What follows belongs to an exercise in optimizing a design on an open flow for small area and few clock cycles per item; a production flow would make more cautious choices. RTL that was checked went through simulation tests only; none was proved equivalent to the original. Only the layout flow was run in run 1; the RTL was not checked for function there.

## flow/design.v (module list and top-level ports; edited modules follow where they fit)
// module svv_sq7: 57 lines
// module svv_sq7f: 50 lines
// module svv_sq6: 43 lines
// module svv_mul_g: 355 lines
// module svv_mul_x: 354 lines
// module svv_mul_vc: 92 lines
// module svv_sq13: 188 lines
// module svv_fa: 4 lines
// module svv_ha: 4 lines
// module svv_maj: 3 lines
// module svv_xn: 3 lines
// module svv_or: 3 lines
// module stereo_voice_volume_pan_law: 212 lines
module stereo_voice_volume_pan_law (
  input  logic        clk_i,
  input  logic        rst_ni,
  input  logic        in_valid_i,
  output logic        in_ready_o,
  input  logic [6:0]  in_voice_level_i,
  input  logic [6:0]  in_cmd_volume_i,
  input  logic [6:0]  in_cmd_pan_i,
  input  logic [6:0]  in_tone_volume_i,
  input  logic [6:0]  in_tone_pan_i,
  input  logic [6:0]  in_program_volume_i,
  output logic        out_valid_o,
  input  logic        out_ready_i,
  output logic [13:0] out_left_level_o,
  output logic [13:0] out_right_level_o,
  input  logic        cfg_we_i,
  input  logic [1:0]  cfg_idx_i,
  input  logic [6:0]  cfg_data_i
);
  // ...
==> flow/flow/run.sh <==
#!/bin/bash
# The standard layout (standard.sh, all steps) with two settings of its own:
#  - each port gets a sky130_fd_sc_hd__buf_1 as its buffer (the standard flow
#    picks a larger delay buffer);
#  - clock tree synthesis uses clkbuf_8 leaf clusters of at most 12 sinks and
#    inserts no dummy loads.
# standard.sh's full output goes to standard.log in this folder.
set -euo pipefail
export BUFFER_PORTS_ARGS="-buffer_cell sky130_fd_sc_hd__buf_1"
export CTS_ARGS="-sink_clustering_enable -repair_clock_nets -dont_use_dummy_load -buf_list sky130_fd_sc_hd__clkbuf_8 -sink_clustering_size 12 -sink_clustering_max_diameter 60"
bash standard.sh finish > standard.log 2>&1
==> flow/standard.sh <==
#!/bin/bash
# synth_recipe.tcl (not shown) runs the flow's synth.tcl, then flattens the netlist and writes it again
# the make line also repeats each setting of config.mk as NAME=value (left out here)
make -C /OpenROAD-flow-scripts/flow DESIGN_CONFIG=/design/flow/config.mk WORK_HOME=/design/flow/orfs CLKGATE_MAP_FILE= SYNTH_SCRIPT=/design/flow/synth_recipe.tcl "${@:-finish}"
==> flow/config.mk <==
export PLATFORM = sky130hd
export DESIGN_NAME = stereo_voice_volume_pan_law
export DESIGN_NICKNAME = stereo_voice_volume_pan_law
export VERILOG_FILES = /design/flow/design.v
export SDC_FILE = /design/flow/constraint.sdc
export NUM_CORES = 4
export LEC_CHECK = 0
export CAP_MARGIN = 20
export CORE_MARGIN = 2
export CORE_UTILIZATION = 40
export CTS_BUF_LIST = sky130_fd_sc_hd__clkbuf_8
export CTS_CLUSTER_DIAMETER = 60
export CTS_CLUSTER_SIZE = 12
export SLEW_MARGIN = 20
export SYNTH_HIERARCHICAL = 1
export SYNTH_MINIMUM_KEEP_SIZE = 0
==> flow/constraint.sdc <==
create_clock -name core_clock -period 7.0 [get_ports {clk_i}]
set_input_delay 1.4000 -clock core_clock [delete_from_list [all_inputs] [get_ports {clk_i}]]
set_output_delay 1.4000 -clock core_clock [all_outputs]
set_load 0.01 [all_outputs]
==> reports/qor.yml, run 1 <==
max-clock-path-buffers: 3
n_all_inverters: 95
portBuffers: 85
finalWeightedCongestion: 0.877
bufAreaShareNonClock_pct: 1.94
final.setup.tns_ns: 0
fin_ws_ns: 0.713
hp-start: "pv_q3[6]$_DFFE_PP_"
slowest_delay_ns: 0.58
r2r_start: "cvsq_q4[7]$_DFFE_PP_"
grt.met1_usage_pct: 26.7
max_freq_mhz: 159
clock_skew_ns: 0.122
regToRegSetupSlack_ns: 0.71
nonClockBufferCount: 207
status: "finished clean"
r2r-end: "l_q5[11]$_DFFE_PP_"
reg2regPathDepth: 18
max-slew-margin-rel_pct: 28.5
grt.busiest_layer: "met2"
startpoint: "cvsq_q4[7]$_DFFE_PP_"
placed_area_mm2: 0.0641
syn_nets: 7385
rsz0062_at_grt: "no"
syn2layout_area_growth_pct: 4.55
fin_crit_sh_pct: 89.8
instances_no_fill: 7721
worstPathRequired_ns: 7.50
crit_buf_inv: 2
met2_length_um: 74900
multi_input_gates: 4920
drt-initial-drc-count: 3064
nFlopsAndLatches: 395
hold_depth: 0
grt.overflow.total: 0
die_h_um: 398
==> module svv_mul_vc, before the edit <==
module svv_mul_vc (input logic [6:0] a, input logic [5:0] b, output logic [12:0] y);
  logic t1, t2, t3, t4, t5, t6, t7, t8, t9, t10, t11, t12, t13, t14, t15, t16;
  logic t17, t18, t19, t20, t21, t22, t23, t24, t25, t26, t27, t28, t29, t30, t31, t32;
  logic t33, t34, t35, t36, t37, t38, t39, t40, t41, t42, t43, t44, t45, t46, t47, t48;
  logic t49, t50, t51, t52, t53, t54, t55, t56, t57, t58, t59, t60, t61, t62, t63, t64;
  logic t65, t66, t67, t68, t69, t70, t71, t72, t73, t74, t75, t76, t77, t78, t79, t80;
  logic t81, t82, t83, t84, t85, t86, t87, t88, t89, t90, t91, t92, t93, t94, t95, t96;
  logic t97, t98, t99, t100, t101, t102, t103, t104;
  assign t1 = ~(a[0] & b[0]);
  assign t2 = ~(a[0] & b[1]);
  assign t3 = ~(a[1] & b[0]);
  assign t4 = ~(a[0] & b[2]);
  assign t5 = ~(a[1] & b[1]);
  assign t6 = ~(a[2] & b[0]);
  assign t7 = ~(a[0] & b[3]);
  assign t8 = ~(a[1] & b[2]);
  assign t9 = ~(a[2] & b[1]);
  assign t10 = ~(a[3] & b[0]);
  assign t11 = ~(a[0] & b[4]);
  assign t12 = ~(a[1] & b[3]);
  assign t13 = ~(a[2] & b[2]);
  assign t14 = ~(a[3] & b[1]);
  assign t15 = ~(a[4] & b[0]);
  assign t16 = ~(a[0] & b[5]);
  assign t17 = ~(a[1] & b[4]);
  assign t18 = ~(a[2] & b[3]);
  assign t19 = ~(a[3] & b[2]);
  assign t20 = ~(a[4] & b[1]);
  assign t21 = ~(a[5] & b[0]);
  assign t22 = ~(a[1] & b[5]);
  assign t23 = ~(a[2] & b[4]);
  assign t24 = ~(a[3] & b[3]);
  assign t25 = ~(a[4] & b[2]);
  assign t26 = ~(a[5] & b[1]);
  assign t27 = ~(a[6] & b[0]);
  assign t28 = ~(a[2] & b[5]);
  assign t29 = ~(a[3] & b[4]);
  assign t30 = ~(a[4] & b[3]);
  assign t31 = ~(a[5] & b[2]);
  assign t32 = ~(a[6] & b[1]);
  assign t33 = ~(a[3] & b[5]);
  assign t34 = ~(a[4] & b[4]);
  assign t35 = ~(a[5] & b[3]);
  assign t36 = ~(a[6] & b[2]);
  assign t37 = ~(a[4] & b[5]);
  assign t38 = ~(a[5] & b[4]);
  assign t39 = ~(a[6] & b[3]);
  assign t40 = ~(a[5] & b[5]);
  assign t41 = ~(a[6] & b[4]);
  assign t42 = ~(a[6] & b[5]);
  svv_xn u_t43 (.a(t11), .b(t12), .y(t43));
  svv_or u_t44 (.a(t11), .b(t12), .y(t44));
  svv_fa u_t45 (.a(t16), .b(t17), .c(t18), .s(t45), .co(t46));
  svv_xn u_t47 (.a(t19), .b(t20), .y(t47));
  svv_or u_t48 (.a(t19), .b(t20), .y(t48));
  svv_fa u_t49 (.a(t22), .b(t23), .c(t24), .s(t49), .co(t50));
  svv_fa u_t51 (.a(t25), .b(t26), .c(t27), .s(t51), .co(t52));
  svv_fa u_t53 (.a(t28), .b(t29), .c(t30), .s(t53), .co(t54));
  svv_xn u_t55 (.a(t31), .b(t32), .y(t55));
  svv_or u_t56 (.a(t31), .b(t32), .y(t56));
  svv_fa u_t57 (.a(t33), .b(t34), .c(t35), .s(t57), .co(t58));
  svv_xn u_t59 (.a(t7), .b(t8), .y(t59));
  svv_or u_t60 (.a(t7), .b(t8), .y(t60));
  svv_fa u_t61 (.a(t43), .b(t13), .c(t14), .s(t61), .co(t62));
  svv_fa u_t63 (.a(t44), .b(t45), .c(t47), .s(t63), .co(t64));
  svv_fa u_t65 (.a(t46), .b(t48), .c(t49), .s(t65), .co(t66));
  svv_fa u_t67 (.a(t50), .b(t52), .c(t53), .s(t67), .co(t68));
  svv_fa u_t69 (.a(t54), .b(t56), .c(t57), .s(t69), .co(t70));
  svv_fa u_t71 (.a(t58), .b(t37), .c(t38), .s(t71), .co(t72));
  svv_xn u_t73 (.a(t4), .b(t5), .y(t73));
  svv_or u_t74 (.a(t4), .b(t5), .y(t74));
  svv_fa u_t75 (.a(t59), .b(t9), .c(t10), .s(t75), .co(t76));
  svv_fa u_t77 (.a(t60), .b(t61), .c(t15), .s(t77), .co(t78));
  svv_fa u_t79 (.a(t62), .b(t63), .c(t21), .s(t79), .co(t80));
  svv_fa u_t81 (.a(t64), .b(t65), .c(t51), .s(t81), .co(t82));
  svv_fa u_t83 (.a(t66), .b(t67), .c(t55), .s(t83), .co(t84));
  svv_fa u_t85 (.a(t68), .b(t69), .c(t36), .s(t85), .co(t86));
  svv_fa u_t87 (.a(t70), .b(t71), .c(t39), .s(t87), .co(t88));
  svv_fa u_t89 (.a(t72), .b(t40), .c(t41), .s(t89), .co(t90));
  svv_xn u_t91 (.a(t2), .b(t3), .y(t91));
  svv_or u_t92 (.a(t2), .b(t3), .y(t92));
  svv_fa u_t93 (.a(t73), .b(t6), .c(t92), .s(t93), .co(t94));
  svv_fa u_t95 (.a(t74), .b(t75), .c(t94), .s(t95), .co(t96));
  svv_fa u_t97 (.a(t76), .b(t77), .c(t96), .s(t97), .co(t98));
  svv_fa u_t99 (.a(t78), .b(t79), .c(t98), .s(t99), .co(t100));
  svv_fa u_t101 (.a(t80), .b(t81), .c(t100), .s(t101), .co(t102));
  svv_fa u_t103 (.a(t82), .b(t83), .c(t102), .s(t103), .co(t104));
  wire [4:0] ra = {1'b1, t90, t88, t86, t84};
  wire [4:0] rb = {1'b1, t42, t89, t87, t85};
  wire [4:0] sh = ~(ra + rb + {4'd0, t104});
  assign y = {sh[4], sh[3], sh[2], sh[1], sh[0], ~t103, ~t101, ~t99, ~t97, ~t95, ~t93, ~t91, ~t1};
endmodule
==> module stereo_voice_volume_pan_law, before the edit <==
module stereo_voice_volume_pan_law (
  input  logic        clk_i,
  input  logic        rst_ni,
  input  logic        in_valid_i,
  output logic        in_ready_o,
  input  logic [6:0]  in_voice_level_i,
  input  logic [6:0]  in_cmd_volume_i,
  input  logic [6:0]  in_cmd_pan_i,
  input  logic [6:0]  in_tone_volume_i,
  input  logic [6:0]  in_tone_pan_i,
  input  logic [6:0]  in_program_volume_i,
  output logic        out_valid_o,
  input  logic        out_ready_i,
  output logic [13:0] out_left_level_o,
  output logic [13:0] out_right_level_o,
  input  logic        cfg_we_i,
  input  logic [1:0]  cfg_idx_i,
  input  logic [6:0]  cfg_data_i
);
  localparam logic [1:0]  CfgMono   = 2'd0;
  localparam logic [1:0]  CfgSfx    = 2'd1;
  localparam logic [1:0]  CfgMaster = 2'd2;
  logic [7:0] vld_q;       
  logic       adv;         
  logic       busy;        
  logic       stale_s_q;   
  logic       stale_m_q;   
  logic       take;
  assign adv        = !vld_q[7] || out_ready_i;
  assign busy       = |vld_q[6:0];
  assign in_ready_o = adv && (busy ? !(stale_s_q || stale_m_q) : !(stale_s_q && stale_m_q));
  assign take       = in_valid_i && in_ready_o;
  always_ff @(posedge clk_i or negedge rst_ni) begin
    if (!rst_ni) begin
      vld_q <= '0;
    end else if (adv) begin
      vld_q <= {vld_q[6:0], take};
    end
  end
  logic        mono_q;
  logic [6:0]  sfx_q, master_q;           
  logic [13:0] sfx_use_q, master_use_q;   
  logic [13:0] cfg_sq;
  logic        copy_s, copy_m;
  assign copy_s = !busy && stale_s_q && !(stale_m_q && cfg_we_i && cfg_idx_i == CfgSfx);
  assign copy_m = !busy && stale_m_q && !copy_s;
  svv_sq7f u_cfg_sq (.a(copy_s ? sfx_q : master_q), .y(cfg_sq));
  always_ff @(posedge clk_i or negedge rst_ni) begin
    if (!rst_ni) begin
      mono_q    <= 1'b0;
      sfx_q     <= 7'd127;
      master_q  <= 7'd127;
      stale_s_q <= 1'b1;
      stale_m_q <= 1'b1;
    end else begin
      if (cfg_we_i && cfg_idx_i == CfgSfx) begin
        stale_s_q <= 1'b1;
      end else if (copy_s) begin
        stale_s_q <= 1'b0;
      end
      if (cfg_we_i && cfg_idx_i == CfgMaster) begin
        stale_m_q <= 1'b1;
      end else if (copy_m) begin
        stale_m_q <= 1'b0;
      end
      if (cfg_we_i) begin
        case (cfg_idx_i)
          CfgMono:   mono_q   <= cfg_data_i[0];
          CfgSfx:    sfx_q    <= cfg_data_i;
          CfgMaster: master_q <= cfg_data_i;
          default: begin
          end
        endcase
      end
    end
  end
  always_ff @(posedge clk_i) begin
    if (copy_s) begin
      sfx_use_q <= cfg_sq;
    end
    if (copy_m) begin
      master_use_q <= cfg_sq;
    end
  end
  logic [5:0]  c0, d0;
  logic [12:0] vc0;
  assign c0 = in_cmd_pan_i[6]  ? ~in_cmd_pan_i[5:0]  : in_cmd_pan_i[5:0];
  assign d0 = in_tone_pan_i[6] ? ~in_tone_pan_i[5:0] : in_tone_pan_i[5:0];
  svv_mul_vc u_vc (.a(in_voice_level_i), .b(c0), .y(vc0));
  logic p1on0, p1l0, p2swap0;
  assign p1on0   = !mono_q && (c0 != 6'd63);
  assign p1l0    = in_cmd_pan_i[6];
  assign p2swap0 = !mono_q && (d0 != 6'd63) && in_tone_pan_i[6];
  logic [6:0]  v_q1;
  logic [12:0] vc_q1;
  logic        sx_q1, ox_q1;       
  logic        p2on_q1, p2l_q1;    
  logic [5:0]  d_q1;
  logic [6:0]  tv_q1, cv_q1, pv_q1;
  always_ff @(posedge clk_i) begin
    if (adv) begin
      v_q1    <= in_voice_level_i;
      vc_q1   <= vc0;
      sx_q1   <= p1on0 && (p1l0 != p2swap0);
      ox_q1   <= p1on0 && (p1l0 == p2swap0);
      p2on_q1 <= !mono_q && (d0 != 6'd63);
      p2l_q1  <= in_tone_pan_i[6];
      d_q1    <= d0;
      tv_q1   <= in_tone_volume_i;
      cv_q1   <= in_cmd_volume_i;
      pv_q1   <= in_program_volume_i;
    end
  end
  logic [13:0] a1, x1, tsq1;
  svv_sq7  u_vsq (.a(v_q1), .y(a1));
  svv_sq13 u_m1 (.a(vc_q1), .y(x1));
  svv_sq7  u_tsq (.a(tv_q1), .y(tsq1));
  logic [13:0] src_q2, oth_q2, tsq_q2;
  logic        p2on_q2, p2l_q2;
  logic [5:0]  d_q2;
  logic [6:0]  cv_q2, pv_q2;
  always_ff @(posedge clk_i) begin
    if (adv) begin
      src_q2  <= sx_q1 ? x1 : a1;
      oth_q2  <= ox_q1 ? x1 : a1;
      tsq_q2  <= tsq1;
      p2on_q2 <= p2on_q1;
      p2l_q2  <= p2l_q1;
      d_q2    <= d_q1;
      cv_q2   <= cv_q1;
      pv_q2   <= pv_q1;
    end
  end
  logic [13:0] g2;
  logic [11:0] dsq2;
  svv_mul_g u_m2 (.a(src_q2), .b(tsq_q2), .y(g2));
  svv_sq6 u_dsq (.a(d_q2), .y(dsq2));
  logic [13:0] g_q3, oth_q3, k_q3;
  logic        p2on_q3, p2l_q3;
  logic [6:0]  cv_q3, pv_q3;
  always_ff @(posedge clk_i) begin
    if (adv) begin
      g_q3    <= g2;
      oth_q3  <= oth_q2;
      k_q3    <= p2on_q2 ? {dsq2, 2'd0} : tsq_q2;
      p2on_q3 <= p2on_q2;
      p2l_q3  <= p2l_q2;
      cv_q3   <= cv_q2;
      pv_q3   <= pv_q2;
    end
  end
  logic [13:0] y3, l3, r3, cvsq3;
  svv_mul_x u_m3 (.a(p2on_q3 ? g_q3 : oth_q3), .b(k_q3), .y(y3));
  svv_sq7 u_cvsq (.a(cv_q3), .y(cvsq3));
  assign l3 = (p2on_q3 && p2l_q3) ? y3 : g_q3;
  assign r3 = (p2on_q3 && p2l_q3) ? g_q3 : y3;
  logic [13:0] l_q4, r_q4, cvsq_q4;
  logic [6:0]  pv_q4;
  always_ff @(posedge clk_i) begin
    if (adv) begin
      l_q4    <= l3;
      r_q4    <= r3;
      cvsq_q4 <= cvsq3;
      pv_q4   <= pv_q3;
    end
  end
  logic [13:0] l4, r4, pvsq4;
  svv_mul_g u_m4l (.a(l_q4), .b(cvsq_q4), .y(l4));
  svv_mul_g u_m4r (.a(r_q4), .b(cvsq_q4), .y(r4));
  svv_sq7 u_pvsq (.a(pv_q4), .y(pvsq4));
  logic [13:0] l_q5, r_q5, pvsq_q5;
  always_ff @(posedge clk_i) begin
    if (adv) begin
      l_q5    <= l4;
      r_q5    <= r4;
      pvsq_q5 <= pvsq4;
    end
  end
  logic [13:0] l5, r5;
  svv_mul_g u_m5l (.a(l_q5), .b(pvsq_q5), .y(l5));
  svv_mul_g u_m5r (.a(r_q5), .b(pvsq_q5), .y(r5));
  logic [13:0] l_q6, r_q6;
  always_ff @(posedge clk_i) begin
    if (adv) begin
      l_q6 <= l5;
      r_q6 <= r5;
    end
  end
  logic [13:0] l6, r6;
  svv_mul_g u_m6l (.a(l_q6), .b(sfx_use_q), .y(l6));
  svv_mul_g u_m6r (.a(r_q6), .b(sfx_use_q), .y(r6));
  logic [13:0] l_q7, r_q7;
  always_ff @(posedge clk_i) begin
    if (adv) begin
      l_q7 <= l6;
      r_q7 <= r6;
    end
  end
  logic [13:0] l7, r7;
  svv_mul_g u_m7l (.a(l_q7), .b(master_use_q), .y(l7));
  svv_mul_g u_m7r (.a(r_q7), .b(master_use_q), .y(r7));
  logic [13:0] l_q8, r_q8;
  always_ff @(posedge clk_i) begin
    if (adv) begin
      l_q8 <= l7;
      r_q8 <= r7;
    end
  end
  assign out_valid_o       = vld_q[7];
  assign out_left_level_o  = l_q8;
  assign out_right_level_o = r_q8;
endmodule
==> run 2: changes to the inputs <==
--- a/flow/design.v
+++ b/flow/design.v
@@ -51,66 +51,16 @@
   svv_fa u_t59 (.a(t40), .b(t41), .c(t58), .s(t59), .co(t60));
   svv_fa u_t61 (.a(t42), .b(t43), .c(t60), .s(t61), .co(t62));
   svv_fa u_t63 (.a(t44), .b(t45), .c(t62), .s(t63), .co(t64));
   svv_fa u_t65 (.a(t46), .b(t47), .c(t64), .s(t65), .co(t66));
   svv_fa u_t67 (.a(t48), .b(t26), .c(t66), .s(t67), .co(t68));
   svv_fa u_t69 (.a(t27), .b(t28), .c(t68), .s(t69), .co(t70));
   assign y = {t70, t69, t67, t65, t63, t61, t59, t57, t55, t53, t51, t49, 1'b0, t1};
 endmodule
-module svv_sq7f (input logic [6:0] a, output logic [13:0] y);
-  logic t1, t2, t3, t4, t5, t6, t7, t8, t9, t10, t11, t12, t13, t14, t15, t16;
-  logic t17, t18, t19, t20, t21, t22, t23, t24, t25, t26, t27, t28, t29, t30, t31, t32;
-  logic t33, t34, t35, t36, t37, t38, t39, t40, t41, t42, t43, t44, t45, t46, t47, t48;
-  logic t49, t50, t51, t52;
-  assign t1 = a[0];
-  assign t2 = a[0] & a[1];
-  assign t3 = a[1];
-  assign t4 = a[0] & a[2];
-  assign t5 = a[0] & a[3];
-  assign t6 = a[1] & a[2];
-  assign t7 = a[2];
-  assign t8 = a[0] & a[4];
-  assign t9 = a[1] & a[3];
-  assign t10 = a[0] & a[5];
-  assign t11 = a[1] & a[4];
-  assign t12 = a[2] & a[3];
-  assign t13 = a[3];
-  assign t14 = a[0] & a[6];
-  assign t15 = a[1] & a[5];
-  assign t16 = a[2] & a[4];
-  assign t17 = a[1] & a[6];
-  assign t18 = a[2] & a[5];
-  assign t19 = a[3] & a[4];
-  assign t20 = a[4];
-  assign t21 = a[2] & a[6];
-  assign t22 = a[3] & a[5];
-  assign t23 = a[3] & a[6];
-  assign t24 = a[4] & a[5];
-  assign t25 = a[5];
-  assign t26 = a[4] & a[6];
-  assign t27 = a[5] & a[6];
-  assign t28 = a[6];
-  svv_ha u_t29 (.a(t10), .b(t11), .s(t29), .co(t30));
-  svv_ha u_t31 (.a(t14), .b(t15), .s(t31), .co(t32));
-  svv_fa u_t33 (.a(t17), .b(t18), .c(t19), .s(t33), .co(t34));
-  svv_ha u_t35 (.a(t5), .b(t6), .s(t35), .co(t36));
-  svv_ha u_t37 (.a(t8), .b(t9), .s(t37), .co(t38));
-  svv_fa u_t39 (.a(t29), .b(t12), .c(t13), .s(t39), .co(t40));
-  svv_fa u_t41 (.a(t30), .b(t31), .c(t16), .s(t41), .co(t42));
-  svv_fa u_t43 (.a(t32), .b(t33), .c(t20), .s(t43), .co(t44));
-  svv_fa u_t45 (.a(t34), .b(t21), .c(t22), .s(t45), .co(t46));
-  svv_fa u_t47 (.a(t23), .b(t24), .c(t25), .s(t47), .co(t48));
-  svv_ha u_t49 (.a(t2), .b(t3), .s(t49), .co(t50));
-  svv_ha u_t51 (.a(t4), .b(t50), .s(t51), .co(t52));
-  wire [9:0] ra = {1'b0, t27, t48, t46, t44, t42, t40, t38, t36, t35};
-  wire [9:0] rb = {1'b0, t28, t26, t47, t45, t43, t41, t39, t37, t7};
-  wire [9:0] sh = ra + rb + {9'd0, t52};
-  assign y = {sh[9], sh[8], sh[7], sh[6], sh[5], sh[4], sh[3], sh[2], sh[1], sh[0], t51, t49, 1'b0, t1};
-endmodule
 module svv_sq6 (input logic [5:0] a, output logic [11:0] y);
   logic t1, t2, t3, t4, t5, t6, t7, t8, t9, t10, t11, t12, t13, t14, t15, t16;
   logic t17, t18, t19, t20, t21, t22, t23, t24, t25, t26, t27, t28, t29, t30, t31, t32;
   logic t33, t34, t35, t36, t37, t38, t39, t40, t41, t42, t43, t44, t45, t46, t47, t48;
   logic t49, t50, t51;
   assign t1 = a[0];
   assign t2 = a[0] & a[1];
   assign t3 = a[1];
@@ -173,17 +123,17 @@
   logic t305, t306, t307, t308, t309, t310, t311, t312, t313, t314, t315, t316, t317, t318, t319, t320;
   logic t321, t322, t323, t324, t325, t326, t327, t328, t329, t330, t331, t332, t333, t334, t335, t336;
   logic t337, t338, t339, t340, t341, t342, t343, t344, t345, t346, t347, t348, t349, t350, t351, t352;
   logic t353, t354, t355, t356, t357, t358, t359, t360, t361, t362, t363, t364, t365, t366, t367, t368;
   logic t369, t370, t371, t372, t373, t374, t375, t376, t377, t378, t379, t380, t381, t382, t383, t384;
   logic t385, t386, t387, t388, t389, t390, t391, t392, t393, t394, t395, t396, t397, t398, t399, t400;
   logic t401, t402, t403, t404, t405, t406, t407, t408, t409, t410, t411, t412, t413, t414, t415, t416;
   logic t417, t418, t419, t420, t421, t422, t423, t424, t425, t426, t427, t428, t429, t430, t431, t432;
-  logic t433, t434, t435, t436, t437, t438;
+  logic t433, t434, t435, t436, t437, t438, t439;
   assign t1 = ~(a[0] & b[0]);
   assign t2 = ~(a[1] & b[0]);
   assign t3 = ~((a[2] & b[0]) | (a[0] & b[2]));
   assign t4 = ~(a[0] & b[3]);
   assign t5 = ~((a[3] & b[0]) | (a[1] & b[2]));
   assign t6 = ~(a[0] & b[4]);
   assign t7 = ~(a[1] & b[3]);
   assign t8 = ~((a[4] & b[0]) | (a[2] & b[2]));
@@ -495,383 +445,30 @@
   svv_maj u_t431 (.a(t386), .b(t387), .c(t430), .y(t431));
   svv_maj u_t432 (.a(t388), .b(t389), .c(t431), .y(t432));
   svv_maj u_t433 (.a(t390), .b(t391), .c(t432), .y(t433));
   svv_maj u_t434 (.a(t392), .b(t393), .c(t433), .y(t434));
   svv_maj u_t435 (.a(t394), .b(t395), .c(t434), .y(t435));
   svv_maj u_t436 (.a(t396), .b(t397), .c(t435), .y(t436));
   svv_maj u_t437 (.a(t398), .b(t399), .c(t436), .y(t437));
   svv_maj u_t438 (.a(t400), .b(t401), .c(t437), .y(t438));
-  wire [14:0] ra = {1'b1, t428, t426, t424, t422, t420, t418, t416, t414, t412, t410, t408, t406, t404, t402};
-  wire [14:0] rb = {1'b1, t168, t427, t425, t423, t421, t419, t417, t415, t413, t411, t409, t407, t405, t403};
-  wire [14:0] sh = ~(ra + rb + {14'd0, t438});
-  assign y = {sh[14], sh[13], sh[12], sh[11], sh[10], sh[9], sh[8], sh[7], sh[6], sh[5], sh[4], sh[3], sh[2], sh[1]};
-endmodule
-module svv_mul_x (input logic [13:0] a, input logic [13:0] b, output logic [13:0] y);
-  logic t1, t2, t3, t4, t5, t6, t7, t8, t9, t10, t11, t12, t13, t14, t15, t16;
-  logic t17, t18, t19, t20, t21, t22, t23, t24, t25, t26, t27, t28, t29, t30, t31, t32;
-  logic t33, t34, t35, t36, t37, t38, t39, t40, t41, t42, t43, t44, t45, t46, t47, t48;
-  logic t49, t50, t51, t52, t53, t54, t55, t56, t57, t58, t59, t60, t61, t62, t63, t64;
-  logic t65, t66, t67, t68, t69, t70, t71, t72, t73, t74, t75, t76, t77, t78, t79, t80;
-  logic t81, t82, t83, t84, t85, t86, t87, t88, t89, t90, t91, t92, t93, t94, t95, t96;
-  logic t97, t98, t99, t100, t101, t102, t103, t104, t105, t106, t107, t108, t109, t110, t111, t112;
-  logic t113, t114, t115, t116, t117, t118, t119, t120, t121, t122, t123, t124, t125, t126, t127, t128;
-  logic t129, t130, t131, t132, t133, t134, t135, t136, t137, t138, t139, t140, t141, t142, t143, t144;
-  logic t145, t146, t147, t148, t149, t150, t151, t152, t153, t154, t155, t156, t157, t158, t159, t160;
-  logic t161, t162, t163, t164, t165, t166, t167, t168, t169, t170, t171, t172, t173, t174, t175, t176;
-  logic t177, t178, t179, t180, t181, t182, t183, t184, t185, t186, t187, t188, t189, t190, t191, t192;
-  logic t193, t194, t195, t196, t197, t198, t199, t200, t201, t202, t203, t204, t205, t206, t207, t208;
-  logic t209, t210, t211, t212, t213, t214, t215, t216, t217, t218, t219, t220, t221, t222, t223, t224;
-  logic t225, t226, t227, t228, t229, t230, t231, t232, t233, t234, t235, t236, t237, t238, t239, t240;
-  logic t241, t242, t243, t244, t245, t246, t247, t248, t249, t250, t251, t252, t253, t254, t255, t256;
-  logic t257, t258, t259, t260, t261, t262, t263, t264, t265, t266, t267, t268, t269, t270, t271, t272;
-  logic t273, t274, t275, t276, t277, t278, t279, t280, t281, t282, t283, t284, t285, t286, t287, t288;
-  logic t289, t290, t291, t292, t293, t294, t295, t296, t297, t298, t299, t300, t301, t302, t303, t304;
-  logic t305, t306, t307, t308, t309, t310, t311, t312, t313, t314, t315, t316, t317, t318, t319, t320;
-  logic t321, t322, t323, t324, t325, t326, t327, t328, t329, t330, t331, t332, t333, t334, t335, t336;
-  logic t337, t338, t339, t340, t341, t342, t343, t344, t345, t346, t347, t348, t349, t350, t351, t352;
-  logic t353, t354, t355, t356, t357, t358, t359, t360, t361, t362, t363, t364, t365, t366, t367, t368;
-  logic t369, t370, t371, t372, t373, t374, t375, t376, t377, t378, t379, t380, t381, t382, t383, t384;
-  logic t385, t386, t387, t388, t389, t390, t391, t392, t393, t394, t395, t396, t397, t398, t399, t400;
-  logic t401, t402, t403, t404, t405, t406, t407, t408, t409, t410, t411, t412, t413, t414, t415, t416;
-  logic t417, t418, t419, t420, t421, t422, t423, t424, t425, t426, t427, t428, t429, t430, t431, t432;
-  logic t433, t434, t435, t436, t437;
-  assign t1 = ~(a[0] & b[0]);
-  assign t2 = ~(a[1] & b[0]);
-  assign t3 = ~((a[2] & b[0]) | (a[0] & b[2]));
-  assign t4 = ~(a[0] & b[3]);
-  assign t5 = ~((a[3] & b[0]) | (a[1] & b[2]));
-  assign t6 = ~(a[0] & b[4]);
-  assign t7 = ~(a[1] & b[3]);
-  assign t8 = ~((a[4] & b[0]) | (a[2] & b[2]));
-  assign t9 = ~(a[0] & b[5]);
-  assign t10 = ~(a[1] & b[4]);
-  assign t11 = ~(a[2] & b[3]);
-  assign t12 = ~((a[5] & b[0]) | (a[3] & b[2]));
-  assign t13 = ~(a[0] & b[6]);
-  assign t14 = ~(a[1] & b[5]);
-  assign t15 = ~(a[2] & b[4]);
-  assign t16 = ~(a[3] & b[3]);
-  assign t17 = ~((a[6] & b[0]) | (a[4] & b[2]));
-  assign t18 = ~(a[0] & b[7]);
-  assign t19 = ~(a[1] & b[6]);
-  assign t20 = ~(a[2] & b[5]);
-  assign t21 = ~(a[3] & b[4]);
-  assign t22 = ~(a[4] & b[3]);
-  assign t23 = ~((a[7] & b[0]) | (a[5] & b[2]));
-  assign t24 = ~(a[0] & b[8]);
-  assign t25 = ~(a[1] & b[7]);
-  assign t26 = ~(a[2] & b[6]);
-  assign t27 = ~(a[3] & b[5]);
-  assign t28 = ~(a[4] & b[4]);
-  assign t29 = ~(a[5] & b[3]);
-  assign t30 = ~((a[8] & b[0]) | (a[6] & b[2]));
-  assign t31 = ~(a[0] & b[9]);
-  assign t32 = ~(a[1] & b[8]);
-  assign t33 = ~(a[2] & b[7]);
-  assign t34 = ~(a[3] & b[6]);
-  assign t35 = ~(a[4] & b[5]);
-  assign t36 = ~(a[5] & b[4]);
-  assign t37 = ~(a[6] & b[3]);
-  assign t38 = ~((a[9] & b[0]) | (a[7] & b[2]));
-  assign t39 = ~(a[0] & b[10]);
-  assign t40 = ~(a[1] & b[9]);
-  assign t41 = ~(a[2] & b[8]);
-  assign t42 = ~(a[3] & b[7]);
-  assign t43 = ~(a[4] & b[6]);
-  assign t44 = ~(a[5] & b[5]);
-  assign t45 = ~(a[6] & b[4]);
-  assign t46 = ~(a[7] & b[3]);
-  assign t47 = ~((a[10] & b[0]) | (a[8] & b[2]));
-  assign t48 = ~(a[0] & b[11]);
-  assign t49 = ~(a[1] & b[10]);
-  assign t50 = ~(a[2] & b[9]);
-  assign t51 = ~(a[3] & b[8]);
-  assign t52 = ~(a[4] & b[7]);
-  assign t53 = ~(a[5] & b[6]);
-  assign t54 = ~(a[6] & b[5]);
-  assign t55 = ~(a[7] & b[4]);
-  assign t56 = ~(a[8] & b[3]);
-  assign t57 = ~((a[11] & b[0]) | (a[9] & b[2]));
-  assign t58 = ~(a[0] & b[12]);
-  assign t59 = ~(a[1] & b[11]);
-  assign t60 = ~(a[2] & b[10]);
-  assign t61 = ~(a[3] & b[9]);
-  assign t62 = ~(a[4] & b[8]);
-  assign t63 = ~(a[5] & b[7]);
-  assign t64 = ~(a[6] & b[6]);
-  assign t65 = ~(a[7] & b[5]);
-  assign t66 = ~(a[8] & b[4]);
-  assign t67 = ~(a[9] & b[3]);
-  assign t68 = ~((a[12] & b[0]) | (a[10] & b[2]));
-  assign t69 = ~(a[0] & b[13]);
-  assign t70 = ~(a[1] & b[12]);
-  assign t71 = ~(a[2] & b[11]);
-  assign t72 = ~(a[3] & b[10]);
-  assign t73 = ~(a[4] & b[9]);
-  assign t74 = ~(a[5] & b[8]);
-  assign t75 = ~(a[6] & b[7]);
-  assign t76 = ~(a[7] & b[6]);
-  assign t77 = ~(a[8] & b[5]);
-  assign t78 = ~(a[9] & b[4]);
-  assign t79 = ~(a[10] & b[3]);
-  assign t80 = ~((a[13] & b[0]) | (a[11] & b[2]));
-  assign t81 = ~(a[1] & b[13]);
-  assign t82 = ~(a[2] & b[12]);
-  assign t83 = ~(a[3] & b[11]);
-  assign t84 = ~(a[4] & b[10]);
-  assign t85 = ~(a[5] & b[9]);
-  assign t86 = ~(a[6] & b[8]);
-  assign t87 = ~(a[7] & b[7]);
-  assign t88 = ~(a[8] & b[6]);
-  assign t89 = ~(a[9] & b[5]);
-  assign t90 = ~(a[10] & b[4]);
-  assign t91 = ~((a[11] & b[3]) | (a[12] & b[2]));
-  assign t92 = ~(a[2] & b[13]);
-  assign t93 = ~(a[3] & b[12]);
-  assign t94 = ~(a[4] & b[11]);
-  assign t95 = ~(a[5] & b[10]);
-  assign t96 = ~(a[6] & b[9]);
-  assign t97 = ~(a[7] & b[8]);
-  assign t98 = ~(a[8] & b[7]);
-  assign t99 = ~(a[9] & b[6]);
-  assign t100 = ~(a[10] & b[5]);
-  assign t101 = ~(a[11] & b[4]);
-  assign t102 = ~((a[12] & b[3]) | (a[13] & b[2]));
-  assign t103 = ~(a[3] & b[13]);
-  assign t104 = ~(a[4] & b[12]);
-  assign t105 = ~(a[5] & b[11]);
-  assign t106 = ~(a[6] & b[10]);
-  assign t107 = ~(a[7] & b[9]);
-  assign t108 = ~(a[8] & b[8]);
-  assign t109 = ~(a[9] & b[7]);
-  assign t110 = ~(a[10] & b[6]);
-  assign t111 = ~(a[11] & b[5]);
-  assign t112 = ~(a[12] & b[4]);
-  assign t113 = ~(a[13] & b[3]);
-  assign t114 = ~(a[4] & b[13]);
-  assign t115 = ~(a[5] & b[12]);
-  assign t116 = ~(a[6] & b[11]);
-  assign t117 = ~(a[7] & b[10]);
-  assign t118 = ~(a[8] & b[9]);
-  assign t119 = ~(a[9] & b[8]);
-  assign t120 = ~(a[10] & b[7]);
-  assign t121 = ~(a[11] & b[6]);
-  assign t122 = ~(a[12] & b[5]);
-  assign t123 = ~(a[13] & b[4]);
-  assign t124 = ~(a[5] & b[13]);
-  assign t125 = ~(a[6] & b[12]);
-  assign t126 = ~(a[7] & b[11]);
-  assign t127 = ~(a[8] & b[10]);
-  assign t128 = ~(a[9] & b[9]);
-  assign t129 = ~(a[10] & b[8]);
-  assign t130 = ~(a[11] & b[7]);
-  assign t131 = ~(a[12] & b[6]);
-  assign t132 = ~(a[13] & b[5]);
-  assign t133 = ~(a[6] & b[13]);
-  assign t134 = ~(a[7] & b[12]);
-  assign t135 = ~(a[8] & b[11]);
-  assign t136 = ~(a[9] & b[10]);
-  assign t137 = ~(a[10] & b[9]);
-  assign t138 = ~(a[11] & b[8]);
-  assign t139 = ~(a[12] & b[7]);
-  assign t140 = ~(a[13] & b[6]);
-  assign t141 = ~(a[7] & b[13]);
-  assign t142 = ~(a[8] & b[12]);
-  assign t143 = ~(a[9] & b[11]);
-  assign t144 = ~(a[10] & b[10]);
-  assign t145 = ~(a[11] & b[9]);
-  assign t146 = ~(a[12] & b[8]);
-  assign t147 = ~(a[13] & b[7]);
-  assign t148 = ~(a[8] & b[13]);
-  assign t149 = ~(a[9] & b[12]);
-  assign t150 = ~(a[10] & b[11]);
-  assign t151 = ~(a[11] & b[10]);
-  assign t152 = ~(a[12] & b[9]);
-  assign t153 = ~(a[13] & b[8]);
-  assign t154 = ~(a[9] & b[13]);
-  assign t155 = ~(a[10] & b[12]);
-  assign t156 = ~(a[11] & b[11]);
-  assign t157 = ~(a[12] & b[10]);
-  assign t158 = ~(a[13] & b[9]);
-  assign t159 = ~(a[10] & b[13]);
-  assign t160 = ~(a[11] & b[12]);
-  assign t161 = ~(a[12] & b[11]);
-  assign t162 = ~(a[13] & b[10]);
-  assign t163 = ~(a[11] & b[13]);
-  assign t164 = ~(a[12] & b[12]);
-  assign t165 = ~(a[13] & b[11]);
-  assign t166 = ~(a[12] & b[13]);
-  assign t167 = ~(a[13] & b[12]);
-  assign t168 = ~(a[13] & b[13]);
-  svv_xn u_t169 (.a(t48), .b(t49), .y(t169));
-  svv_or u_t170 (.a(t48), .b(t49), .y(t170));
-  svv_fa u_t171 (.a(t58), .b(t59), .c(t60), .s(t171), .co(t172));
-  svv_xn u_t173 (.a(t61), .b(t62), .y(t173));
-  svv_or u_t174 (.a(t61), .b(t62), .y(t174));
-  svv_fa u_t175 (.a(t69), .b(t70), .c(t71), .s(t175), .co(t176));
-  svv_fa u_t177 (.a(t72), .b(t73), .c(t74), .s(t177), .co(t178));
-  svv_xn u_t179 (.a(t75), .b(t76), .y(t179));
-  svv_or u_t180 (.a(t75), .b(t76), .y(t180));
-  svv_fa u_t181 (.a(t81), .b(t82), .c(t83), .s(t181), .co(t182));
-  svv_fa u_t183 (.a(t84), .b(t85), .c(t86), .s(t183), .co(t184));
-  svv_xn u_t185 (.a(t87), .b(t88), .y(t185));
-  svv_or u_t186 (.a(t87), .b(t88), .y(t186));
-  svv_fa u_t187 (.a(t92), .b(t93), .c(t94), .s(t187), .co(t188));
-  svv_fa u_t189 (.a(t95), .b(t96), .c(t97), .s(t189), .co(t190));
-  svv_xn u_t191 (.a(t98), .b(t99), .y(t191));
-  svv_or u_t192 (.a(t98), .b(t99), .y(t192));
-  svv_fa u_t193 (.a(t103), .b(t104), .c(t105), .s(t193), .co(t194));
-  svv_fa u_t195 (.a(t106), .b(t107), .c(t108), .s(t195), .co(t196));
-  svv_xn u_t197 (.a(t109), .b(t110), .y(t197));
-  svv_or u_t198 (.a(t109), .b(t110), .y(t198));
-  svv_fa u_t199 (.a(t114), .b(t115), .c(t116), .s(t199), .co(t200));
-  svv_fa u_t201 (.a(t117), .b(t118), .c(t119), .s(t201), .co(t202));
-  svv_fa u_t203 (.a(t124), .b(t125), .c(t126), .s(t203), .co(t204));
-  svv_xn u_t205 (.a(t24), .b(t25), .y(t205));
-  svv_or u_t206 (.a(t24), .b(t25), .y(t206));
-  svv_fa u_t207 (.a(t31), .b(t32), .c(t33), .s(t207), .co(t208));
-  svv_xn u_t209 (.a(t34), .b(t35), .y(t209));
-  svv_or u_t210 (.a(t34), .b(t35), .y(t210));
-  svv_fa u_t211 (.a(t39), .b(t40), .c(t41), .s(t211), .co(t212));
-  svv_fa u_t213 (.a(t42), .b(t43), .c(t44), .s(t213), .co(t214));
-  svv_xn u_t215 (.a(t45), .b(t46), .y(t215));
-  svv_or u_t216 (.a(t45), .b(t46), .y(t216));
-  svv_fa u_t217 (.a(t169), .b(t50), .c(t51), .s(t217), .co(t218));
-  svv_fa u_t219 (.a(t52), .b(t53), .c(t54), .s(t219), .co(t220));
-  svv_fa u_t221 (.a(t55), .b(t56), .c(t57), .s(t221), .co(t222));
-  svv_fa u_t223 (.a(t170), .b(t171), .c(t173), .s(t223), .co(t224));
-  svv_fa u_t225 (.a(t63), .b(t64), .c(t65), .s(t225), .co(t226));
-  svv_fa u_t227 (.a(t66), .b(t67), .c(t68), .s(t227), .co(t228));
-  svv_fa u_t229 (.a(t172), .b(t174), .c(t175), .s(t229), .co(t230));
-  svv_fa u_t231 (.a(t177), .b(t179), .c(t77), .s(t231), .co(t232));
-  svv_fa u_t233 (.a(t78), .b(t79), .c(t80), .s(t233), .co(t234));
-  svv_fa u_t235 (.a(t176), .b(t178), .c(t180), .s(t235), .co(t236));
-  svv_fa u_t237 (.a(t181), .b(t183), .c(t185), .s(t237), .co(t238));
-  svv_fa u_t239 (.a(t89), .b(t90), .c(t91), .s(t239), .co(t240));
-  svv_fa u_t241 (.a(t182), .b(t184), .c(t186), .s(t241), .co(t242));
-  svv_fa u_t243 (.a(t187), .b(t189), .c(t191), .s(t243), .co(t244));
-  svv_fa u_t245 (.a(t100), .b(t101), .c(t102), .s(t245), .co(t246));
-  svv_fa u_t247 (.a(t188), .b(t190), .c(t192), .s(t247), .co(t248));
-  svv_fa u_t249 (.a(t193), .b(t195), .c(t197), .s(t249), .co(t250));
-  svv_fa u_t251 (.a(t111), .b(t112), .c(t113), .s(t251), .co(t252));
-  svv_fa u_t253 (.a(t194), .b(t196), .c(t198), .s(t253), .co(t254));
-  svv_fa u_t255 (.a(t199), .b(t201), .c(t120), .s(t255), .co(t256));
-  svv_fa u_t257 (.a(t121), .b(t122), .c(t123), .s(t257), .co(t258));
-  svv_fa u_t259 (.a(t200), .b(t202), .c(t203), .s(t259), .co(t260));
-  svv_fa u_t261 (.a(t127), .b(t128), .c(t129), .s(t261), .co(t262));
-  svv_fa u_t263 (.a(t130), .b(t131), .c(t132), .s(t263), .co(t264));
-  svv_fa u_t265 (.a(t204), .b(t133), .c(t134), .s(t265), .co(t266));
-  svv_fa u_t267 (.a(t135), .b(t136), .c(t137), .s(t267), .co(t268));
-  svv_fa u_t269 (.a(t138), .b(t139), .c(t140), .s(t269), .co(t270));
-  svv_fa u_t271 (.a(t141), .b(t142), .c(t143), .s(t271), .co(t272));
-  svv_fa u_t273 (.a(t144), .b(t145), .c(t146), .s(t273), .co(t274));
-  svv_fa u_t275 (.a(t148), .b(t149), .c(t150), .s(t275), .co(t276));
-  svv_xn u_t277 (.a(t13), .b(t14), .y(t277));
-  svv_or u_t278 (.a(t13), .b(t14), .y(t278));
-  svv_fa u_t279 (.a(t18), .b(t19), .c(t20), .s(t279), .co(t280));
-  svv_xn u_t281 (.a(t21), .b(t22), .y(t281));
-  svv_or u_t282 (.a(t21), .b(t22), .y(t282));
-  svv_fa u_t283 (.a(t205), .b(t26), .c(t27), .s(t283), .co(t284));
-  svv_fa u_t285 (.a(t28), .b(t29), .c(t30), .s(t285), .co(t286));
-  svv_fa u_t287 (.a(t206), .b(t207), .c(t209), .s(t287), .co(t288));
-  svv_fa u_t289 (.a(t36), .b(t37), .c(t38), .s(t289), .co(t290));
-  svv_fa u_t291 (.a(t208), .b(t210), .c(t211), .s(t291), .co(t292));
-  svv_fa u_t293 (.a(t213), .b(t215), .c(t47), .s(t293), .co(t294));
-  svv_fa u_t295 (.a(t212), .b(t214), .c(t216), .s(t295), .co(t296));
-  svv_fa u_t297 (.a(t217), .b(t219), .c(t221), .s(t297), .co(t298));
-  svv_fa u_t299 (.a(t218), .b(t220), .c(t222), .s(t299), .co(t300));
-  svv_fa u_t301 (.a(t223), .b(t225), .c(t227), .s(t301), .co(t302));
-  svv_fa u_t303 (.a(t224), .b(t226), .c(t228), .s(t303), .co(t304));
-  svv_fa u_t305 (.a(t229), .b(t231), .c(t233), .s(t305), .co(t306));
-  svv_fa u_t307 (.a(t230), .b(t232), .c(t234), .s(t307), .co(t308));
-  svv_fa u_t309 (.a(t235), .b(t237), .c(t239), .s(t309), .co(t310));
-  svv_fa u_t311 (.a(t236), .b(t238), .c(t240), .s(t311), .co(t312));
-  svv_fa u_t313 (.a(t241), .b(t243), .c(t245), .s(t313), .co(t314));
-  svv_fa u_t315 (.a(t242), .b(t244), .c(t246), .s(t315), .co(t316));
-  svv_fa u_t317 (.a(t247), .b(t249), .c(t251), .s(t317), .co(t318));
-  svv_fa u_t319 (.a(t248), .b(t250), .c(t252), .s(t319), .co(t320));
-  svv_fa u_t321 (.a(t253), .b(t255), .c(t257), .s(t321), .co(t322));
-  svv_fa u_t323 (.a(t254), .b(t256), .c(t258), .s(t323), .co(t324));
-  svv_fa u_t325 (.a(t259), .b(t261), .c(t263), .s(t325), .co(t326));
-  svv_fa u_t327 (.a(t260), .b(t262), .c(t264), .s(t327), .co(t328));
-  svv_fa u_t329 (.a(t265), .b(t267), .c(t269), .s(t329), .co(t330));
-  svv_fa u_t331 (.a(t266), .b(t268), .c(t270), .s(t331), .co(t332));
-  svv_fa u_t333 (.a(t271), .b(t273), .c(t147), .s(t333), .co(t334));
-  svv_fa u_t335 (.a(t272), .b(t274), .c(t275), .s(t335), .co(t336));
-  svv_fa u_t337 (.a(t151), .b(t152), .c(t153), .s(t337), .co(t338));
-  svv_fa u_t339 (.a(t276), .b(t154), .c(t155), .s(t339), .co(t340));
-  svv_fa u_t341 (.a(t156), .b(t157), .c(t158), .s(t341), .co(t342));
-  svv_fa u_t343 (.a(t159), .b(t160), .c(t161), .s(t343), .co(t344));
-  svv_xn u_t345 (.a(t9), .b(t10), .y(t345));
-  svv_or u_t346 (.a(t9), .b(t10), .y(t346));
-  svv_fa u_t347 (.a(t277), .b(t15), .c(t16), .s(t347), .co(t348));
-  svv_fa u_t349 (.a(t278), .b(t279), .c(t281), .s(t349), .co(t350));
-  svv_fa u_t351 (.a(t280), .b(t282), .c(t283), .s(t351), .co(t352));
-  svv_fa u_t353 (.a(t284), .b(t286), .c(t287), .s(t353), .co(t354));
-  svv_fa u_t355 (.a(t288), .b(t290), .c(t291), .s(t355), .co(t356));
-  svv_fa u_t357 (.a(t292), .b(t294), .c(t295), .s(t357), .co(t358));
-  svv_fa u_t359 (.a(t296), .b(t298), .c(t299), .s(t359), .co(t360));
-  svv_fa u_t361 (.a(t300), .b(t302), .c(t303), .s(t361), .co(t362));
-  svv_fa u_t363 (.a(t304), .b(t306), .c(t307), .s(t363), .co(t364));
-  svv_fa u_t365 (.a(t308), .b(t310), .c(t311), .s(t365), .co(t366));
-  svv_fa u_t367 (.a(t312), .b(t314), .c(t315), .s(t367), .co(t368));
-  svv_fa u_t369 (.a(t316), .b(t318), .c(t319), .s(t369), .co(t370));
-  svv_fa u_t371 (.a(t320), .b(t322), .c(t323), .s(t371), .co(t372));
-  svv_fa u_t373 (.a(t324), .b(t326), .c(t327), .s(t373), .co(t374));
-  svv_fa u_t375 (.a(t328), .b(t330), .c(t331), .s(t375), .co(t376));
-  svv_fa u_t377 (.a(t332), .b(t334), .c(t335), .s(t377), .co(t378));
-  svv_fa u_t379 (.a(t336), .b(t338), .c(t339), .s(t379), .co(t380));
-  svv_fa u_t381 (.a(t340), .b(t342), .c(t343), .s(t381), .co(t382));
-  svv_fa u_t383 (.a(t344), .b(t163), .c(t164), .s(t383), .co(t384));
-  svv_xn u_t385 (.a(t6), .b(t7), .y(t385));
-  svv_or u_t386 (.a(t6), .b(t7), .y(t386));
-  svv_fa u_t387 (.a(t345), .b(t11), .c(t12), .s(t387), .co(t388));
-  svv_fa u_t389 (.a(t346), .b(t347), .c(t17), .s(t389), .co(t390));
-  svv_fa u_t391 (.a(t348), .b(t349), .c(t23), .s(t391), .co(t392));
-  svv_fa u_t393 (.a(t350), .b(t351), .c(t285), .s(t393), .co(t394));
-  svv_fa u_t395 (.a(t352), .b(t353), .c(t289), .s(t395), .co(t396));
-  svv_fa u_t397 (.a(t354), .b(t355), .c(t293), .s(t397), .co(t398));
-  svv_fa u_t399 (.a(t356), .b(t357), .c(t297), .s(t399), .co(t400));
-  svv_fa u_t401 (.a(t358), .b(t359), .c(t301), .s(t401), .co(t402));
-  svv_fa u_t403 (.a(t360), .b(t361), .c(t305), .s(t403), .co(t404));
-  svv_fa u_t405 (.a(t362), .b(t363), .c(t309), .s(t405), .co(t406));
-  svv_fa u_t407 (.a(t364), .b(t365), .c(t313), .s(t407), .co(t408));
-  svv_fa u_t409 (.a(t366), .b(t367), .c(t317), .s(t409), .co(t410));
-  svv_fa u_t411 (.a(t368), .b(t369), .c(t321), .s(t411), .co(t412));
-  svv_fa u_t413 (.a(t370), .b(t371), .c(t325), .s(t413), .co(t414));
-  svv_fa u_t415 (.a(t372), .b(t373), .c(t329), .s(t415), .co(t416));
-  svv_fa u_t417 (.a(t374), .b(t375), .c(t333), .s(t417), .co(t418));
-  svv_fa u_t419 (.a(t376), .b(t377), .c(t337), .s(t419), .co(t420));
-  svv_fa u_t421 (.a(t378), .b(t379), .c(t341), .s(t421), .co(t422));
-  svv_fa u_t423 (.a(t380), .b(t381), .c(t162), .s(t423), .co(t424));
-  svv_fa u_t425 (.a(t382), .b(t383), .c(t165), .s(t425), .co(t426));
-  svv_fa u_t427 (.a(t384), .b(t166), .c(t167), .s(t427), .co(t428));
-  assign t429 = t4 | t5;
-  svv_maj u_t430 (.a(t385), .b(t8), .c(t429), .y(t430));
-  svv_maj u_t431 (.a(t386), .b(t387), .c(t430), .y(t431));
-  svv_maj u_t432 (.a(t388), .b(t389), .c(t431), .y(t432));
-  svv_maj u_t433 (.a(t390), .b(t391), .c(t432), .y(t433));
-  svv_maj u_t434 (.a(t392), .b(t393), .c(t433), .y(t434));
-  svv_maj u_t435 (.a(t394), .b(t395), .c(t434), .y(t435));
-  svv_maj u_t436 (.a(t396), .b(t397), .c(t435), .y(t436));
-  svv_maj u_t437 (.a(t398), .b(t399), .c(t436), .y(t437));
-  wire [15:0] ra = {1'b1, t428, t426, t424, t422, t420, t418, t416, t414, t412, t410, t408, t406, t404, t402, t400};
-  wire [15:0] rb = {1'b1, t168, t427, t425, t423, t421, t419, t417, t415, t413, t411, t409, t407, t405, t403, t401};
-  wire [15:0] sh = ~(ra + rb + {15'd0, t437});
-  assign y = {sh[15], sh[14], sh[13], sh[12], sh[11], sh[10], sh[9], sh[8], sh[7], sh[6], sh[5], sh[4], sh[3], sh[2]};
+  svv_maj u_t439 (.a(t402), .b(t403), .c(t438), .y(t439));
+  wire [13:0] ra = {1'b1, t428, t426, t424, t422, t420, t418, t416, t414, t412, t410, t408, t406, t404};
+  wire [13:0] rb = {1'b1, t168, t427, t425, t423, t421, t419, t417, t415, t413, t411, t409, t407, t405};
+  wire [13:0] sh = ~(ra + rb + {13'd0, t439});
+  assign y = {sh[13], sh[12], sh[11], sh[10], sh[9], sh[8], sh[7], sh[6], sh[5], sh[4], sh[3], sh[2], sh[1], sh[0]};
 endmodule
 module svv_mul_vc (input logic [6:0] a, input logic [5:0] b, output logic [12:0] y);
   logic t1, t2, t3, t4, t5, t6, t7, t8, t9, t10, t11, t12, t13, t14, t15, t16;
   logic t17, t18, t19, t20, t21, t22, t23, t24, t25, t26, t27, t28, t29, t30, t31, t32;
   logic t33, t34, t35, t36, t37, t38, t39, t40, t41, t42, t43, t44, t45, t46, t47, t48;
   logic t49, t50, t51, t52, t53, t54, t55, t56, t57, t58, t59, t60, t61, t62, t63, t64;
   logic t65, t66, t67, t68, t69, t70, t71, t72, t73, t74, t75, t76, t77, t78, t79, t80;
   logic t81, t82, t83, t84, t85, t86, t87, t88, t89, t90, t91, t92, t93, t94, t95, t96;
-  logic t97, t98, t99, t100, t101, t102, t103, t104;
+  logic t97, t98, t99, t100, t101, t102, t103, t104, t105, t106, t107, t108, t109, t110, t111, t112;
   assign t1 = ~(a[0] & b[0]);
   assign t2 = ~(a[0] & b[1]);
   assign t3 = ~(a[1] & b[0]);
   assign t4 = ~(a[0] & b[2]);
   assign t5 = ~(a[1] & b[1]);
   assign t6 = ~(a[2] & b[0]);
   assign t7 = ~(a[0] & b[3]);
   assign t8 = ~(a[1] & b[2]);
@@ -941,20 +538,21 @@
   svv_xn u_t91 (.a(t2), .b(t3), .y(t91));
   svv_or u_t92 (.a(t2), .b(t3), .y(t92));
   svv_fa u_t93 (.a(t73), .b(t6), .c(t92), .s(t93), .co(t94));
   svv_fa u_t95 (.a(t74), .b(t75), .c(t94), .s(t95), .co(t96));
   svv_fa u_t97 (.a(t76), .b(t77), .c(t96), .s(t97), .co(t98));
   svv_fa u_t99 (.a(t78), .b(t79), .c(t98), .s(t99), .co(t100));
   svv_fa u_t101 (.a(t80), .b(t81), .c(t100), .s(t101), .co(t102));
   svv_fa u_t103 (.a(t82), .b(t83), .c(t102), .s(t103), .co(t104));
-  wire [4:0] ra = {1'b1, t90, t88, t86, t84};
-  wire [4:0] rb = {1'b1, t42, t89, t87, t85};
-  wire [4:0] sh = ~(ra + rb + {4'd0, t104});
-  assign y = {sh[4], sh[3], sh[2], sh[1], sh[0], ~t103, ~t101, ~t99, ~t97, ~t95, ~t93, ~t91, ~t1};
+  svv_fa u_t105 (.a(t84), .b(t85), .c(t104), .s(t105), .co(t106));
+  svv_fa u_t107 (.a(t86), .b(t87), .c(t106), .s(t107), .co(t108));
+  svv_fa u_t109 (.a(t88), .b(t89), .c(t108), .s(t109), .co(t110));
+  svv_fa u_t111 (.a(t90), .b(t42), .c(t110), .s(t111), .co(t112));
+  assign y = {~t112, ~t111, ~t109, ~t107, ~t105, ~t103, ~t101, ~t99, ~t97, ~t95, ~t93, ~t91, ~t1};
 endmodule
 module svv_sq13 (input logic [12:0] a, output logic [13:0] y);
   logic t1, t2, t3, t4, t5, t6, t7, t8, t9, t10, t11, t12, t13, t14, t15, t16;
   logic t17, t18, t19, t20, t21, t22, t23, t24, t25, t26, t27, t28, t29, t30, t31, t32;
   logic t33, t34, t35, t36, t37, t38, t39, t40, t41, t42, t43, t44, t45, t46, t47, t48;
   logic t49, t50, t51, t52, t53, t54, t55, t56, t57, t58, t59, t60, t61, t62, t63, t64;
   logic t65, t66, t67, t68, t69, t70, t71, t72, t73, t74, t75, t76, t77, t78, t79, t80;
   logic t81, t82, t83, t84, t85, t86, t87, t88, t89, t90, t91, t92, t93, t94, t95, t96;
@@ -1198,17 +796,17 @@
   end
   logic        mono_q;
   logic [6:0]  sfx_q, master_q;           
   logic [13:0] sfx_use_q, master_use_q;   
   logic [13:0] cfg_sq;
   logic        copy_s, copy_m;
   assign copy_s = !busy && stale_s_q && !(stale_m_q && cfg_we_i && cfg_idx_i == CfgSfx);
   assign copy_m = !busy && stale_m_q && !copy_s;
-  svv_sq7f u_cfg_sq (.a(copy_s ? sfx_q : master_q), .y(cfg_sq));
+  svv_sq7 u_cfg_sq (.a(copy_s ? sfx_q : master_q), .y(cfg_sq));
   always_ff @(posedge clk_i or negedge rst_ni) begin
     if (!rst_ni) begin
       mono_q    <= 1'b0;
       sfx_q     <= 7'd127;
       master_q  <= 7'd127;
       stale_s_q <= 1'b1;
       stale_m_q <= 1'b1;
     end else begin
@@ -1304,17 +902,17 @@
       k_q3    <= p2on_q2 ? {dsq2, 2'd0} : tsq_q2;
       p2on_q3 <= p2on_q2;
       p2l_q3  <= p2l_q2;
       cv_q3   <= cv_q2;
       pv_q3   <= pv_q2;
     end
   end
   logic [13:0] y3, l3, r3, cvsq3;
-  svv_mul_x u_m3 (.a(p2on_q3 ? g_q3 : oth_q3), .b(k_q3), .y(y3));
+  svv_mul_g u_m3 (.a(p2on_q3 ? g_q3 : oth_q3), .b(k_q3), .y(y3));
   svv_sq7 u_cvsq (.a(cv_q3), .y(cvsq3));
   assign l3 = (p2on_q3 && p2l_q3) ? y3 : g_q3;
   assign r3 = (p2on_q3 && p2l_q3) ? g_q3 : y3;
   logic [13:0] l_q4, r_q4, cvsq_q4;
   logic [6:0]  pv_q4;
   always_ff @(posedge clk_i) begin
     if (adv) begin
       l_q4    <= l3;
==> flow/flow/run.sh (replaced) <==
#!/bin/bash
# The standard layout (standard.sh, all steps) with two settings of its own:
#  - each port gets a sky130_fd_sc_hd__buf_1 as its buffer (the standard flow
#    picks a larger delay buffer);
#  - clock tree synthesis uses clkbuf_8 leaf clusters of at most 15 sinks and
#    inserts no dummy loads.
# standard.sh's full output goes to standard.log in this folder.
set -euo pipefail
export BUFFER_PORTS_ARGS="-buffer_cell sky130_fd_sc_hd__buf_1"
export CTS_ARGS="-sink_clustering_enable -repair_clock_nets -dont_use_dummy_load -buf_list sky130_fd_sc_hd__clkbuf_8 -sink_clustering_size 15 -sink_clustering_max_diameter 70"
bash standard.sh finish > standard.log 2>&1
==> flow/config.mk (replaced) <==
export PLATFORM = sky130hd
export DESIGN_NAME = stereo_voice_volume_pan_law
export DESIGN_NICKNAME = stereo_voice_volume_pan_law
export VERILOG_FILES = /design/flow/design.v
export SDC_FILE = /design/flow/constraint.sdc
export NUM_CORES = 4
export LEC_CHECK = 0
export CAP_MARGIN = 20
export CORE_MARGIN = 2
export CORE_UTILIZATION = 55
export CTS_BUF_LIST = sky130_fd_sc_hd__clkbuf_8
export CTS_CLUSTER_DIAMETER = 70
export CTS_CLUSTER_SIZE = 15
export PLACE_DENSITY = 0.8
export SLEW_MARGIN = 20
export SYNTH_HIERARCHICAL = 1
export SYNTH_MINIMUM_KEEP_SIZE = 0
==> run 2 against run 1 <==
Against the previous run:
- area after synthesis fell by 3.7%
- fmax shrank 8.0%
- critical path depth rose by 2
- worst setup slack worse by 0.54 ns
- synthesized cell count decreased by 7.1%
- clock skew fell by 0.0081 ns
- non-clock buffer count increased by 90
- register-to-register slack got worse by 0.54 ns
- largest cell class unchanged
==> reports/qor.yml, run 2 <==
status: "finished clean"
fin_crit_sh_pct: 97.6  # +7.8 points
tightest_slew_ns: 0.854
grt_use_total_pct: 25.2
arrival_ns: 7.30
dp_hpwl_um: 105000
yosys_warnings: 7
drive_gt1_share_pct: 10.7
routed_wl_um: 137000
routed_via_density: 6.01
cts_tree: "done"
finalWeightedCongestion: 0.912  # +4.0%
rows: 120
final.setup.tns_ns: 0  # unchanged
crit_fanout: 6
avgRoutedWirePerCell_um: 20.3
crit_type: "register to register"
hold_depth: 0  # unchanged
fin_crit_ns: 6.83
cts_buffers: 42
clock_skew_ns: 0.114  # -0.00808 ns
core_area_mm2: 0.107
start_util_pct: 55.6
grt_pass1_wl_um: 227000
syn2layout_area_growth_pct: 4.43
max-slew-margin-rel_pct: 42.5  # +14 points
drt-pass1-iter-count: 5
die_x_um: 334
max_freq_mhz: 146  # -8.0%
synth_area_mm2: 0.0597
die_area_mm2: 0.111
htree_levels: 2
drt-initial-drc-count: 3352  # +9.4%
hold_viol: 0
grt_pass1_vias: 44960
min_path_type: "register to register"
syn_inst: 5389
start_kind: "register"
setup_viol: 0
ant_nets: 0
vias: 40632
layout.cells.most_common: "nand2_1"
die_h_um: 334  # -16%
max-clock-path-buffers: 3  # unchanged
cts.sinks: 395
root_buffer: "clkbuf_8"
syn_nets: 6962  # -5.7%
grt_max_degree: 146
drc: 0
layout_common_cells: "1700 x nand2_1, 1351 x fa_1, 370 x edfxtp_1"
reg2regPathDepth: 20  # +2
slew_viol_final: 0
portBuffers: 85  # unchanged
crit_path_end_kind: "register"
io_pins: 86
cap_viol_max_count: 0
cts.clk_slew.worst_paths_ns: 0.09
grt.overflow.total: 0  # unchanged
antenna_found_initial: 3
synth_area_per_cell_um2: 11.1
worstPathRequired_ns: 7.47  # -0.03 ns
finish.net_count: 6930
worstSkewPairLatency_ns: 0.71
-- run 2: critical path: stages, from the launching register on --
cell	delay, ns
edfxtp_1	0.53
mux2_4	0.39
nand2_1	0.09
fa_1	0.44
fa_1	0.54
fa_1	0.42
maj3_2	0.32
maj3_2	0.31
maj3_2	0.32
maj3_2	0.32
maj3_2	0.31
maj3_2	0.31
maj3_2	0.33
fa_2	0.41
fa_2	0.40
a211o_1	0.28
a21oi_2	0.20
nand2b_4	0.16
nor2b_1	0.16
xor2_1	0.09
mux2_2	0.27
-- run 2: per-layer routing --
layer / part of all wire, % / track usage, % / wire length (µm) / vias to the layer above
met4: 3.3 / 8.96 / 4520 / 4
met1: 38 / 31.8 / 52400 / 21035
met2: 51 / 43.9 / 69700 / 1989
met5: 0.018 / 0 / 25 / -
li1: - / - / - / 17241
met3: 7.7 / 4.35 / 10500 / 363
-- run 2: timing repair --
item | CTS | global route
buffers inserted | 1 | 3
hold buffers | 0 | 0
gates resized for setup | 2 | 15
endpoints found under the setup margin | 7 | 14
pin swaps | 0 | 15
-- run 2: area by class of cell --
type | count | area (µm²)
flip-flops and latches | 395 | 11800
clock buffers | 42 | 578
multi-input cells | 4548 | 46000
repair buffers | 297 | 1940
inverters | 73 | 290
diodes | 1 | 2.50
fillers | 8496 | 45000
well taps | 1403 | 1760
-- run 2: worst paths after layout --
path / from / end / slack, ns
worst max-delay path: p2on_q3$_DFFE_PP_ / r_q4[6]$_DFFE_PP_ / 0.17
worst min-delay path: oth_q2[13]$_DFFE_PP_ / oth_q3[13]$_DFFE_PP_ / 0.41
worst max register to register: p2on_q3$_DFFE_PP_ / r_q4[6]$_DFFE_PP_ / 0.17
worst min register to register: oth_q2[13]$_DFFE_PP_ / oth_q3[13]$_DFFE_PP_ / 0.41
max in group asynchronous: rst_ni / vld_q[2]$_DFFE_PN0P_ / 6.00
min in group asynchronous: rst_ni / vld_q[0]$_DFFE_PN0P_ / 0.69
-- run 2: through the flow --
step                setup slack [ns]  hold WS (ns)  utilization (%)  instance area, µm²  instances
finish                         0.170         0.413             58.1               62400       6759
global route                 -0.0179         0.421             58.1               62400       6759
CTS                           0.0237         0.410             58.0               62300       6755
detailed placement           -0.0658         0.405             57.5               61700       6712
global placement              0.0345         0.400             57.5               61700       6712
floorplan                      0.107         0.400                -               59700       5389
Testbench counts of run 2, summed over its fixed seeds: cycles 9,672, items 9,600.

## afterwards: timing with drivers on the ports
The flow's constraints put no driver on any port. The routed layouts listed below were extracted and timed again, unchanged, in two steps.
Step 1: set_driving_cell puts a clkbuf_16 on clk_i and a buf_2 on each other input, an assumption about the parent block.
Step 2 also shifts input and output timing later by t, the mid clock arrival at the registers, as if the neighbouring blocks saw the same clock.
a / b / c = ideal / step 1 / step 2; a / b = the first two.
| run | t, ns | slack for setup (ns) | latest minus earliest clock arrival (ns) | worst register clock-pin slew, ns | worst slew at a driven data input, ns |
|---|---|---|---|---|---|
| run 1 | 0.777 | 0.713 / 0.713 / 0.590 | 0.137 / 0.138 | 0.08 / 0.08 | 0.10 |
| run 2 | 0.717 | 0.170 / 0.170 / -0.023 | 0.122 / 0.121 | 0.09 / 0.09 | 0.05 |
With both steps, setup timing fails in run 2, where it was met with ideal ports. For run 2, which loses most, drivers alone change the setup slack by 0.000 ns; drivers and shift together by -0.193 ns.
